Background: an optimization exercise with open tools, aiming at small area, a short achievable clock period and few clock cycles per item. Do not read the settings as production practice. At most, simulation tests tie the RTL to the original design; equivalence was not proved.

## build 67
## stepper_ramp_pwm_rate_generator_top
module stepper_ramp_pwm_rate_generator_top (
    input  wire logic        clk,
    input  wire logic        rst_n,
    input  wire logic        cfg_we,
    input  wire logic [1:0]  cfg_addr,
    input  wire logic [27:0] cfg_wdata,
    input  wire logic        s_tvalid,
    output logic             s_tready,
    input  wire logic [55:0] s_tdata,
    output logic             m_tvalid,
    input  wire logic        m_tready,
    output logic [63:0]      m_tdata
);
Settings: LEC_CHECK=0, ABC_CLOCK_PERIOD_IN_PS=5000, CAP_MARGIN=20, CORE_MARGIN=2, CORE_UTILIZATION=40, SETUP_SLACK_MARGIN=3.0, SLEW_MARGIN=20; clock period 8.0 ns.
run.sh (not shown) runs the stock make flow with config.mk's settings and CLKGATE_MAP_FILE= SYNTH_SCRIPT=/design/flow/synth_recipe.tcl, a recipe that flattens the netlist after the stock synthesis.
Testbench counts of build 67, summed over its fixed seeds: cycles 10,418, items 2,000.
Modified inputs, build 23 compared to build 67
Settings: ABC_CLOCK_PERIOD_IN_PS: 5000 -> 4500; SETUP_SLACK_MARGIN: 3.0 -> 3.5.
Findings:
[compare] base=build 67 new=build 23: worst setup slack moved down, total area of sequential cells saw little to no change. Cmp build 67 and build 23 / core utilization / higher: build 23.
Input-level comparison between build 5 and build 23:
Settings: a change of CORE_UTILIZATION from 40 to 60.
### Flow results
Build 5 against build 23: number of levels the H-tree was split into held steady, die span in y shrank by 18%, worst setup margin decreased by 0.16 ns relative to the old numbers, depth of the worst register-to-register path went down.

---

stepper_ramp_pwm_rate_generator_top, a different RTL version from the one above (not shown whole).
Size: roughly 1,900 cells after synthesis, ~280 flip-flops, ~160 I/O pins.
make LEC_CHECK=0 ABC_CLOCK_PERIOD_IN_PS=4500 CAP_MARGIN=20 CORE_MARGIN=2 CORE_UTILIZATION=40 SETUP_SLACK_MARGIN=3.5 SLEW_MARGIN=20 finish   # period 8.0 ns
Then changed:
Settings changed: ABC_CLOCK_PERIOD_IN_PS 4500 to default, SETUP_SLACK_MARGIN 3.5 to default.
Result:
- The changed run went through all stages and came out clean
- register-to-register slack is worse by 0.93 ns
- setup slack gets worse by 0.93 ns
- hold slack got worse by 0.0065 ns
- wire length fell by 2.8%
- die area is unchanged
- final area fell by 1.7%
- first-iteration DRC count shrinks by 1.9%
- count of clock-buffer cells in the layout falls by 3
No functional check of the RTL was part of any run of this note.

---

== job 9121 ==
Another version of the RTL of stepper_ramp_pwm_rate_generator_top (not shown whole).
For scale: ~2800 cells after synthesis, about 310 flip-flops, roughly 160 I/O pins, ~24000 sq um of cells after synthesis.
==> flow/config.mk <==
export PLATFORM = sky130hd
export DESIGN_NAME = stepper_ramp_pwm_rate_generator_top
export DESIGN_NICKNAME = stepper_ramp_pwm_rate_generator_top
export VERILOG_FILES = /design/flow/design.v
export SDC_FILE = /design/flow/constraint.sdc
export NUM_CORES = 4
export LEC_CHECK = 0
export CAP_MARGIN = 20
export CORE_MARGIN = 2
export CORE_UTILIZATION = 40
export CTS_BUF_LIST = sky130_fd_sc_hd__clkbuf_4 sky130_fd_sc_hd__clkbuf_8
export CTS_CLUSTER_SIZE = 30
export SETUP_SLACK_MARGIN = 2.5
export SLEW_MARGIN = 20
==> flow/constraint.sdc <==
create_clock -name core_clock -period 8.0 [get_ports {clk}]
set_input_delay 1.6000 -clock core_clock [delete_from_list [all_inputs] [get_ports {clk}]]
set_output_delay 1.6000 -clock core_clock [all_outputs]
set_load 0.01 [all_outputs]
standard.sh (not shown) runs the stock make flow with config.mk's settings and CLKGATE_MAP_FILE= SYNTH_SCRIPT=/design/flow/synth_recipe.tcl, a recipe that flattens the netlist after the stock synthesis.
==> flow/flow/run.sh <==
#!/bin/bash
# The standard layout (standard.sh) with two changes:
#  - the port buffers are the smallest plain buffer (buf_1) instead of the
#    delay buffer buffer_ports picks by default;
#  - synthesis maps the logic with abc_map.script (one area-recovering &nf
#    mapping) in place of ORFS's abc_speed.script. Registers are untouched:
#    abc only maps the combinational logic.
set -euo pipefail
export BUFFER_PORTS_ARGS="-buffer_cell sky130_fd_sc_hd__buf_1"
mkdir -p scripts
cp -r "$FLOW_HOME/scripts/." scripts/
cp flow/abc_map.script scripts/abc_speed.script
sed "s|^make -C |make SCRIPTS_DIR=$PWD/scripts -C |" standard.sh > standard_map.sh
bash standard_map.sh > orfs_make.log 2>&1
==> flow/flow/abc_map.script <==
&get -n
&st
&dch
&nf -R 1000
&put
topo
stime -c
buffer -c
upsize -c
dnsize -c
Testbench counts of job 9121, summed over its fixed seeds: cycles 6,059, items 2,000.
#### Input delta (job 7683 over job 9121)
==> flow/flow/run.sh <==
#!/bin/bash
# Standard layout, except that the port buffers are the smallest plain
# buffer (buf_1) instead of the delay buffer buffer_ports picks by default.
set -euo pipefail
export BUFFER_PORTS_ARGS="-buffer_cell sky130_fd_sc_hd__buf_1"
bash standard.sh > orfs_make.log 2>&1
--- a/flow/config.mk
+++ b/flow/config.mk
@@ -12,3 +12,3 @@
 export CTS_CLUSTER_SIZE = 30
-export SETUP_SLACK_MARGIN = 2.5
+export SETUP_SLACK_MARGIN = 2.0
 export SLEW_MARGIN = 20
removed: flow/flow/abc_map.script
## What came out
Across both runs, synthesized cell count was higher for job 7683 than for job 9121. Job 7683 reports a higher routed wire length than job 9121 does. Job 9121 → job 7683: area of the die moved up, area taken by flip-flops and latches did not really move, worst-case hold slack barely changed, starting utilization of the core area shows no meaningful change. Changes observed in job 7683 relative to job 9121: sequential share of layout area lost 0.61 points, post-route cell area picked up an extra 2.1%.
Changes in job 7878 relative to job 7683:
--- a/flow/config.mk
+++ b/flow/config.mk
@@ -12,3 +12,3 @@
 export CTS_CLUSTER_SIZE = 30
-export SETUP_SLACK_MARGIN = 2.0
+export SETUP_SLACK_MARGIN = 2.5
 export SLEW_MARGIN = 20
Notes after the runs:
Job 7878 | stages: all done | timing, DRC, antenna: all pass. TritonCTS buffer count for job 7878: 1 down relative to job 7683. Max freq job 7683 -> job 7878: improved. Relative to job 7683, the highest cell delay on the worst timing path of job 7878 is lower by 0.08 ns. From job 7683 to job 7878 the numbers moved as follows: normalized max-slew margin up 1.6 points; cell count grew by 1.9%.

==> afterwards: timing with drivers on the ports <==
Ports are ideal in the flow. The routed layouts listed here were re-timed in OpenROAD.
Step 1 assumes that a clkbuf_16 drives the clock port and a buf_2 every other input.
Step 2 times the ports against the registers' clock, not the clock port: input delays grow and output delays shrink by t, the midpoint of the rising clock arrivals with the driver on.
Slacks: ideal / step 1 / step 2; pairs: ideal / step 1.
run | t (ns) | setup slack, ns | worst setup path after step 2
build 67 | 0.628 | 2.732 / 2.732 / 2.631 | input to register
build 23 | 0.624 | 2.692 / 2.692 / 2.692 | register to register
build 5 | 0.609 | 2.536 / 2.536 / 2.536 | register to register
the first run of note 2 | 0.585 | 3.458 / 3.458 / 3.231 | input to register
the second run of note 2 | 0.592 | 2.528 / 2.528 / 2.528 | register to register
job 9121 | 0.714 | 2.148 / 2.148 / 1.730 | input to register
job 7683 | 0.738 | 2.178 / 2.178 / 1.543 | input to register
job 7878 | 0.716 | 2.556 / 2.556 / 2.054 | input to register
After both steps setup and hold are still met in every run listed. The setup slack of job 7683, which loses most, moves by 0.000 ns with the drivers and by -0.635 ns with both steps.
